Context: an optimization exercise on an open-source flow, tuned for small area and a short achievable clock period. The choices shown serve that exercise and are no tape-out recipe. RTL that was checked went through simulation tests only; none was proved equivalent to the original. Power is estimated from default activity; no workload was simulated.

## dma_desc_sched
module dma_desc_sched #(
    parameter int NUM_CH = 4,
    parameter int DESC_DEPTH = 4,
    parameter int ALIGN_CHECK = 1,
    localparam int CW = (NUM_CH > 1) ? $clog2(NUM_CH) : 1,
    localparam int PW = $clog2(DESC_DEPTH),
    localparam int DW = 96,
    localparam int EW = 35,
    localparam int OffsetWidth = 2
) (
    input  logic                 clk,
    input  logic                 rst,
    input  logic [NUM_CH-1:0]    push_valid_i,
    input  logic [NUM_CH*DW-1:0] push_desc_i,
    output logic [NUM_CH-1:0]    push_ready_o,
    output logic                 eng_valid_o,
    input  logic                 eng_ready_i,
    output logic [DW-1:0]        eng_desc_o,
    output logic [CW-1:0]        eng_ch_o,
    input  logic                 eng_done_i,
    input  logic [EW-1:0]        eng_err_i,
    input  logic [NUM_CH-1:0]    clr_i,
    output logic [NUM_CH-1:0]    ch_active_o,
    output logic [NUM_CH-1:0]    ch_done_o,
    output logic [NUM_CH-1:0]    ch_err_o,
    output logic [EW-1:0]        err_info_o,
    output logic                 irq_o
);
    localparam int SW = 95;    
    localparam int LW = 92;    
    logic [SW-1:0]     r_mem [16];
    logic [3:0]        r_wen [4];     
    logic [3:0]        r_wen_n [4];   
    logic [3:0]        r_rp [4];      
    logic [3:0]        r_cnt [4];     
    logic              r_idle, r_issue, r_wait;
    logic [3:0]        r_ptr;         
    logic [3:0]        r_gsel;        
    logic [1:0]        r_ch;
    logic [3:0]        r_ch1h;        
    logic [LW-1:0]     r_desc;
    logic [3:0]        r_done, r_err;
    logic [31:0]       r_err_addr;
    logic [1:0]        r_err_src;
    logic [3:0]        r_ready, r_active;
    logic              r_errany, r_irq;
    logic [SW-1:0]     w_enc [4];
    always_comb begin
        for (int c = 0; c < 4; c++) begin
            logic [95:0] d;
            logic sb;
            logic [1:0] lo;
            d = push_desc_i[c*DW +: DW];
            sb = d[65:64] != 2'b00;
            lo = sb ? d[65:64] : d[33:32];
  ...
==> flow/config.mk <==
export PLATFORM = sky130hd
export DESIGN_NAME = dma_desc_sched
export DESIGN_NICKNAME = dma_desc_sched
export VERILOG_FILES = /design/flow/design.v
export SDC_FILE = /design/flow/constraint.sdc
export NUM_CORES = 4
export LEC_CHECK = 0
export CAP_MARGIN = 40
export CORE_MARGIN = 2
export CORE_UTILIZATION = 64
export PLACE_DENSITY = 0.75
export SETUP_SLACK_MARGIN = 4.0
export SLEW_MARGIN = 60
export TNS_END_PERCENT = 20
==> flow/constraint.sdc <==
create_clock -name core_clock -period 6.5 [get_ports {clk}]
set_input_delay 1.3000 -clock core_clock [delete_from_list [all_inputs] [get_ports {clk}]]
set_output_delay 1.3000 -clock core_clock [all_outputs]
set_load 0.01 [all_outputs]
standard.sh (not shown) runs the stock make flow with config.mk's settings and CLKGATE_MAP_FILE= SYNTH_SCRIPT=/design/flow/synth_recipe.tcl, a recipe that flattens the netlist after the stock synthesis.
==> flow/flow/run.sh <==
#!/bin/bash
# Standard ORFS layout with plain buffers on the ports and a CTS with larger sink clusters
# and no dummy loads.
set -euo pipefail
export BUFFER_PORTS_ARGS="-buffer_cell sky130_fd_sc_hd__buf_1"
export CTS_ARGS="-sink_clustering_enable -repair_clock_nets -dont_use_dummy_load -sink_clustering_size 24 -sink_clustering_max_diameter 100"
bash standard.sh > standard.log 2>&1
Then changed:
- CORE_UTILIZATION: 64 -> 55
- PLACE_DENSITY: 0.75 -> 0.72
- TNS_END_PERCENT: 20 -> 10
Outcome:
- worst setup slack improves by 0.022 ns
- design area is higher slightly
- sequential power stays flat
- combinational power is higher by a few percent
Then changed:
- CORE_UTILIZATION: 55 -> 60
- TNS_END_PERCENT: 10 -> 20
Result: Final cell count is lower by 1.6%. Worst setup slack gets worse by 0.034 ns. Sequential power stays flat. Die area is lower by 8.2%. Synthesized area does not change. Flip-flop and latch count stays the same. Worst hold slack gets worse by 0.014 ns. Fmax is lower by 1.3%. Non-clock buffer count is lower by 19. Routed wire length is lower by 1.7%. Design area is lower by 0.62%.

========
dma_desc_sched, a different RTL version from the one above (not shown whole).
Size: ~6000 cells after synthesis, ~1700 flip-flops, ~580 I/O pins, about 65000 sq um of cells after synthesis.
==> flow/config.mk <==
export PLATFORM = sky130hd
export DESIGN_NAME = dma_desc_sched
export DESIGN_NICKNAME = dma_desc_sched
export VERILOG_FILES = /design/flow/design.v
export SDC_FILE = /design/flow/constraint.sdc
export NUM_CORES = 4
export LEC_CHECK = 0
export CAP_MARGIN = 20
export CORE_MARGIN = 2
export CORE_UTILIZATION = 55
export SETUP_SLACK_MARGIN = 3.9
export SLEW_MARGIN = 40
export TNS_END_PERCENT = 10
==> flow/constraint.sdc <==
create_clock -name core_clock -period 6.5 [get_ports {clk}]
set_input_delay 1.3000 -clock core_clock [delete_from_list [all_inputs] [get_ports {clk}]]
set_output_delay 1.3000 -clock core_clock [all_outputs]
set_load 0.01 [all_outputs]
Scripts as last shown in full above: flow/flow/run.sh
The baseline finished clean.
Rerun with:
CAP_MARGIN = 40   (was 20)
SETUP_SLACK_MARGIN = 3.85   (was 3.9)
SLEW_MARGIN = 60   (was 40)
TNS_END_PERCENT = 5   (was 10)
The new run finished with timing, DRC and antenna clean.
Critical path depth went down by 5.
Total power came out higher by about 0.34%.
Synthesized area does not change.
Clock power is about the same.
Clock-buffer cell count is unchanged.
Final cell count barely changes.
Worst setup slack gains 15 ps.
First-iteration DRC count drops by 2.6%.
Hold slack loses 11 ps.
Synthesized cell count does not change.
Rerun with:
SETUP_SLACK_MARGIN = 4.0   (was 3.85)
TNS_END_PERCENT = 10   (was 5)
What happened: The changed run completed with no timing, DRC or antenna violations. Register-to-register slack is better by 110 ps. Clock-buffer cell count is unchanged. Synthesized cell count does not change. Global-route usage goes up by 0.12 points.
Rerun with:
CAP_MARGIN = 20   (was 40)
SLEW_MARGIN = 20   (was 60)
Fmax shrinks by 5.0%.
Wire length climbs by 2.1%.
Worst setup slack loses 140 ps.
Combinational power falls by about 6%.
Power decreases by 2.0%.
Via count shrinks by 0.60%.
Non-clock buffer count is lower by 144.
Count of clock-buffer cells in the layout does not change.
No run of this note included a check of the RTL's function; only the layout flow was run.

========
The RTL this note starts from:
==> flow/design.v <==
module dma_desc_sched #(
    parameter int NUM_CH = 4,
    parameter int DESC_DEPTH = 4,
    parameter int ALIGN_CHECK = 1,
    localparam int CW = (NUM_CH > 1) ? $clog2(NUM_CH) : 1,
    localparam int PW = $clog2(DESC_DEPTH),
    localparam int DW = 96,
    localparam int EW = 35,
    localparam int OffsetWidth = 2
) (
    input  logic                 clk,
    input  logic                 rst,
    input  logic [NUM_CH-1:0]    push_valid_i,
    input  logic [NUM_CH*DW-1:0] push_desc_i,
    output logic [NUM_CH-1:0]    push_ready_o,
    output logic                 eng_valid_o,
    input  logic                 eng_ready_i,
    output logic [DW-1:0]        eng_desc_o,
    output logic [CW-1:0]        eng_ch_o,
    input  logic                 eng_done_i,
    input  logic [EW-1:0]        eng_err_i,
    input  logic [NUM_CH-1:0]    clr_i,
    output logic [NUM_CH-1:0]    ch_active_o,
    output logic [NUM_CH-1:0]    ch_done_o,
    output logic [NUM_CH-1:0]    ch_err_o,
    output logic [EW-1:0]        err_info_o,
    output logic                 irq_o
);
    localparam int SW = 96;    
    localparam int LW = 92;    
    logic [SW-1:0]     r_mem [16];
    logic [3:0]        r_wen [4];     
    logic [3:0]        r_wen_n [4];   
    logic [3:0]        r_rp [4];      
    logic [3:0]        r_cnt [4];     
    logic              r_idle, r_issue, r_wait;
    logic [3:0]        r_ptr;         
    logic [1:0]        r_ch;
    logic [3:0]        r_ch1h;        
    logic [LW-1:0]     r_desc;
    logic [3:0]        r_done, r_err;
    logic [31:0]       r_err_addr;
    logic [1:0]        r_err_src;
    logic [3:0]        r_ready, r_active;
    logic              r_errany, r_irq;
    logic [SW-1:0]     w_enc [4];
    logic [3:0]        w_push;
    always_comb begin
        for (int c = 0; c < 4; c++) begin
            logic [95:0] d;
            logic sb;
            d = push_desc_i[c*DW +: DW];
            sb = d[65:64] != 2'b00;
            w_enc[c] = {d[95:66], d[63:34], d[31:0], sb ? d[65:64] : d[33:32], sb, d[31:0] == 32'd0};
            w_push[c] = push_valid_i[c] && r_ready[c];
        end
    end
    always_ff @(posedge clk) begin
        for (int c = 0; c < 4; c++)
            for (int i = 0; i < 4; i++)
                r_mem[c*4 + i] <= (w_enc[c] & {SW{r_wen[c][i]}}) | (r_mem[c*4 + i] & {SW{r_wen_n[c][i]}});
    end
    logic [SW-1:0]     w_head [4];
    logic [3:0]        w_hzero, w_hbad;
    always_comb begin
        for (int c = 0; c < 4; c++) begin
            w_head[c] = '0;
            for (int i = 0; i < 4; i++)
                w_head[c] = w_head[c] | (r_mem[c*4 + i] & {SW{r_rp[c][i]}});
            w_hzero[c] = w_head[c][0];
            w_hbad[c] = w_head[c][3:2] != 2'b00;
        end
    end
    logic [3:0] w_gsel, w_ne;
    always_comb begin
        for (int c = 0; c < 4; c++) w_ne[c] = r_cnt[c][0];
        for (int c = 0; c < 4; c++)
            w_gsel[c] = w_ne[c] && (r_ptr[c] ||
                        (r_ptr[(c+3)%4] && !w_ne[(c+3)%4]) ||
                        (r_ptr[(c+2)%4] && !w_ne[(c+2)%4] && !w_ne[(c+3)%4]) ||
                        (r_ptr[(c+1)%4] && !w_ne[(c+1)%4] && !w_ne[(c+2)%4] && !w_ne[(c+3)%4]));
    end
    logic [3:0] w_ldc, w_errc, w_errc_s, w_errc_d, w_zc, w_pop;
    logic       w_ld, w_perr, w_pick;
    always_comb begin
        for (int c = 0; c < 4; c++) begin
            w_pop[c] = r_idle && w_gsel[c];
            w_ldc[c] = w_pop[c] && !w_hzero[c] && !w_hbad[c];
            w_errc[c] = w_pop[c] && !w_hzero[c] && w_hbad[c];
            w_errc_s[c] = w_errc[c] && w_head[c][1];
            w_errc_d[c] = w_errc[c] && !w_head[c][1];
            w_zc[c] = w_pop[c] && w_hzero[c];
        end
        w_ld = |w_ldc;
        w_perr = |w_errc;
        w_pick = r_idle && (|w_ne);
    end
    logic [LW-1:0] w_desc_nx;
    logic [31:0]   w_paddr;
    always_comb begin
        w_desc_nx = r_desc & {LW{!w_ld}};
        w_paddr = '0;
        for (int c = 0; c < 4; c++) begin
            w_desc_nx = w_desc_nx | (w_head[c][95:4] & {LW{w_ldc[c]}});
            w_paddr = w_paddr | ({w_head[c][95:66], w_head[c][3:2]} & {32{w_errc_s[c]}})
                              | ({w_head[c][65:36], w_head[c][3:2]} & {32{w_errc_d[c]}});
        end
    end
    logic w_eerr, w_edone;
    assign w_eerr  = r_wait && eng_err_i[34];
    assign w_edone = r_wait && !eng_err_i[34] && eng_done_i;
    logic [3:0] w_flush, w_set_done, w_set_err;
    always_comb begin
        w_set_done = w_zc | (w_edone ? r_ch1h : 4'b0);
        w_set_err = w_errc | (w_eerr ? r_ch1h : 4'b0);
        w_flush = w_set_err;
    end
    logic       w_idle_nx, w_issue_nx, w_wait_nx;
    logic [3:0] w_ch1h_nx, w_done_nx, w_err_nx;
    logic [3:0] w_cnt_nx [4];
    logic [3:0] w_rp_nx [4];
    logic [3:0] w_wen_nx [4];
    always_comb begin
        w_issue_nx = w_ld || (r_issue && !eng_ready_i);
        w_wait_nx = (r_issue && eng_ready_i) || (r_wait && !eng_err_i[34] && !eng_done_i);
        w_idle_nx = (r_idle && !w_ld) || (r_wait && (eng_err_i[34] || eng_done_i));
        w_ch1h_nx = w_ld ? w_ldc : r_ch1h;
        w_done_nx = w_set_done | (r_done & ~clr_i);
        w_err_nx = w_set_err | (r_err & ~clr_i);
        for (int c = 0; c < 4; c++) begin
            logic [3:0] wp, wp_nx;
            wp = r_cnt[c][3] ? r_rp[c] : r_wen[c];
            if (w_flush[c]) w_cnt_nx[c] = 4'b0000;
            else if (w_push[c] && !w_pop[c]) w_cnt_nx[c] = {r_cnt[c][2:0], 1'b1};
            else if (!w_push[c] && w_pop[c]) w_cnt_nx[c] = {1'b0, r_cnt[c][3:1]};
            else w_cnt_nx[c] = r_cnt[c];
            w_rp_nx[c] = w_flush[c] ? wp : w_pop[c] ? {r_rp[c][2:0], r_rp[c][3]} : r_rp[c];
            wp_nx = (w_push[c] && !w_flush[c]) ? {wp[2:0], wp[3]} : wp;
            w_wen_nx[c] = w_cnt_nx[c][3] ? 4'b0000 : wp_nx;
        end
    end
    always_ff @(posedge clk) begin
        if (rst) begin
            r_idle <= 1'b1;
            r_issue <= 1'b0;
            r_wait <= 1'b0;
            r_ptr <= 4'b0001;
            r_ch <= '0;
            r_ch1h <= 4'b0001;
            r_desc <= '0;
            r_done <= '0;
            r_err <= '0;
            r_err_addr <= '0;
            r_err_src <= '0;
            r_ready <= 4'hf;
            r_active <= '0;
            r_errany <= 1'b0;
            r_irq <= 1'b0;
            for (int c = 0; c < 4; c++) begin
                r_wen[c] <= 4'b0001;
                r_wen_n[c] <= 4'b1110;
                r_rp[c] <= 4'b0001;
                r_cnt[c] <= '0;
            end
        end else begin
            r_idle <= w_idle_nx;
            r_issue <= w_issue_nx;
            r_wait <= w_wait_nx;
            if (w_pick) r_ptr <= {w_gsel[2:0], w_gsel[3]};
            r_ch1h <= w_ch1h_nx;
            r_ch <= {w_ch1h_nx[3] | w_ch1h_nx[2], w_ch1h_nx[3] | w_ch1h_nx[1]};
            r_desc <= w_desc_nx;
            r_done <= w_done_nx;
            r_err <= w_err_nx;
            if (w_eerr) begin
                r_err_addr <= eng_err_i[31:0];
                r_err_src <= eng_err_i[33:32];
            end else if (w_perr) begin
                r_err_addr <= w_paddr;
                r_err_src <= 2'd3;
            end
            r_errany <= |w_err_nx;
            r_irq <= |(w_done_nx | w_err_nx);
            for (int c = 0; c < 4; c++) begin
                r_cnt[c] <= w_cnt_nx[c];
                r_ready[c] <= !w_cnt_nx[c][3] && !w_err_nx[c];
                r_active[c] <= w_cnt_nx[c][0] || (!w_idle_nx && w_ch1h_nx[c]);
                r_rp[c] <= w_rp_nx[c];
                r_wen[c] <= w_wen_nx[c];
                r_wen_n[c] <= ~w_wen_nx[c];
            end
        end
    end
    assign push_ready_o = r_ready;
    assign eng_valid_o = r_issue;
    assign eng_desc_o = {r_desc[91:62], 2'b00, r_desc[61:32], 2'b00, r_desc[31:0]};
    assign eng_ch_o = r_ch;
    assign ch_active_o = r_active;
    assign ch_done_o = r_done;
    assign ch_err_o = r_err;
    assign err_info_o = {r_errany, r_err_src, r_err_addr};
    assign irq_o = r_irq;
endmodule
==> flow/config.mk <==
export PLATFORM = sky130hd
export DESIGN_NAME = dma_desc_sched
export DESIGN_NICKNAME = dma_desc_sched
export VERILOG_FILES = /design/flow/design.v
export SDC_FILE = /design/flow/constraint.sdc
export NUM_CORES = 4
export LEC_CHECK = 0
export CAP_MARGIN = 20
export CORE_MARGIN = 2
export CORE_UTILIZATION = 55
export SETUP_SLACK_MARGIN = 4.0
export SLEW_MARGIN = 20
export TNS_END_PERCENT = 10
==> flow/constraint.sdc <==
create_clock -name core_clock -period 6.5 [get_ports {clk}]
set_input_delay 1.3000 -clock core_clock [delete_from_list [all_inputs] [get_ports {clk}]]
set_output_delay 1.3000 -clock core_clock [all_outputs]
set_load 0.01 [all_outputs]
Scripts as last shown in full above: flow/flow/run.sh
Then changed:
Settings changed: CAP_MARGIN 20 to 40, SLEW_MARGIN 20 to 60.
What happened: Cell area went up by about 1.8%; core utilization goes up by 1.2 points; setup slack improved by 0.051 ns; wire length went down by 1.0%; power rises by 1.2%; clock power stays flat; fmax rises by about 2%; first-iteration DRC count barely changes.

========
Setup of job 4898:
Starts from the design.v that is shown in full above.
clock: 6.5 ns
lec_check: 0
cap_margin: 20
core_margin: 2
core_utilization: 55
setup_slack_margin: 4.0
slew_margin: 20
==> flow/flow/run.sh <==
#!/bin/bash
# Standard ORFS layout with plain buffers on the ports and a CTS with larger sink clusters
# and no dummy loads.
set -euo pipefail
export BUFFER_PORTS_ARGS="-buffer_cell sky130_fd_sc_hd__buf_2"
export CTS_ARGS="-sink_clustering_enable -repair_clock_nets -dont_use_dummy_load -sink_clustering_size 24 -sink_clustering_max_diameter 100"
bash standard.sh > standard.log 2>&1
diff inputs: job 4898 => job 1818
==> flow/flow/run.sh <==
#!/bin/bash
# Standard ORFS layout with plain buffers on the ports and a CTS with larger sink clusters
# and no dummy loads.
set -euo pipefail
export BUFFER_PORTS_ARGS="-buffer_cell sky130_fd_sc_hd__buf_1"
export CTS_ARGS="-sink_clustering_enable -repair_clock_nets -dont_use_dummy_load -sink_clustering_size 24 -sink_clustering_max_diameter 100"
bash standard.sh > standard.log 2>&1
-- flow/config.mk --
<<< job 4898, line 9
export CORE_MARGIN = 2
export CORE_UTILIZATION = 55
export SETUP_SLACK_MARGIN = 4.0
export SLEW_MARGIN = 20
>>> job 1818, line 9
export CORE_MARGIN = 2
export CORE_UTILIZATION = 62
export SETUP_SLACK_MARGIN = 4.0
export SLEW_MARGIN = 20
export TNS_END_PERCENT = 10
==> comparison <==
Compared with job 4898, in job 1818 number of filler cells placed in the layout fell 14%; proportion of power drawn by the clock network rose 0.7 points; number of antenna cells inserted fell 1; pin count of the biggest net entering global routing fell 35.
Job 4898 vs job 1818, worst setup path endpoint: r_err_addr[6]$_SDFFE_PP0P_ vs r_err_addr[3]$_SDFFE_PP0P_
Overall routing resource usage: job 1818 > job 4898
As far as clock latency at the later pin of the worst-skew pair is concerned, job 4898 and job 1818 perform about the same.

==> afterwards: timing with drivers on the ports <==
The flow's constraints put no driver on any port. The routed layouts listed below were extracted and timed again, unchanged, in two steps.
Step 1, drivers: a clkbuf_16 drives clk and a buf_2 each remaining input, both assumed.
Step 2 adds t to the input delays and takes it off the output delays; t is the mean of the earliest and latest rising clock arrival at the registers after step 1. Input paths then give back, and output paths get back, about the clock's delay inside the block.
a / b / c = ideal / step 1 / step 2; a / b = the first two.
run | t, ns | slack for setup (ns) | hold WS [ns] | slew at the worst register clock pin (ns) | cell pins on the clock port's net
the first run of note 1 | 0.794 | 3.840 / 3.756 / 3.211 | 0.470 / 0.470 / 0.470 | 0.11 / 0.11 | 1
the second run of note 1 | 0.799 | 3.861 / 3.772 / 3.330 | 0.484 / 0.484 / 0.484 | 0.10 / 0.10 | 1
the third run of note 1 | 0.786 | 3.827 / 3.740 / 3.347 | 0.470 / 0.470 / 0.470 | 0.11 / 0.11 | 1
the first run of note 2 | 0.794 | 3.712 / 3.691 / 3.026 | 0.476 / 0.476 / 0.476 | 0.12 / 0.12 | 1
the second run of note 2 | 0.782 | 3.727 / 3.640 / 3.032 | 0.465 / 0.465 / 0.465 | 0.11 / 0.11 | 1
the third run of note 2 | 0.784 | 3.866 / 3.805 / 3.170 | 0.478 / 0.478 / 0.478 | 0.11 / 0.11 | 1
the fourth run of note 2 | 0.771 | 3.726 / 3.726 / 3.102 | 0.467 / 0.467 / 0.467 | 0.12 / 0.12 | 1
the first run of note 3 | 0.778 | 3.823 / 3.795 / 3.351 | 0.465 / 0.465 / 0.465 | 0.11 / 0.11 | 1
the second run of note 3 | 0.780 | 3.875 / 3.786 / 3.398 | 0.470 / 0.470 / 0.470 | 0.11 / 0.11 | 1
job 4898 | 0.783 | 3.768 / 3.768 / 3.115 | 0.467 / 0.467 / 0.467 | 0.11 / 0.11 | 1
job 1818 | 0.786 | 3.835 / 3.798 / 3.195 | 0.467 / 0.467 / 0.467 | 0.11 / 0.11 | 1
After both steps every run listed still meets setup and hold. For the third run of note 2, which loses most, drivers alone change the setup slack by -0.061 ns; drivers and shift together by -0.696 ns.
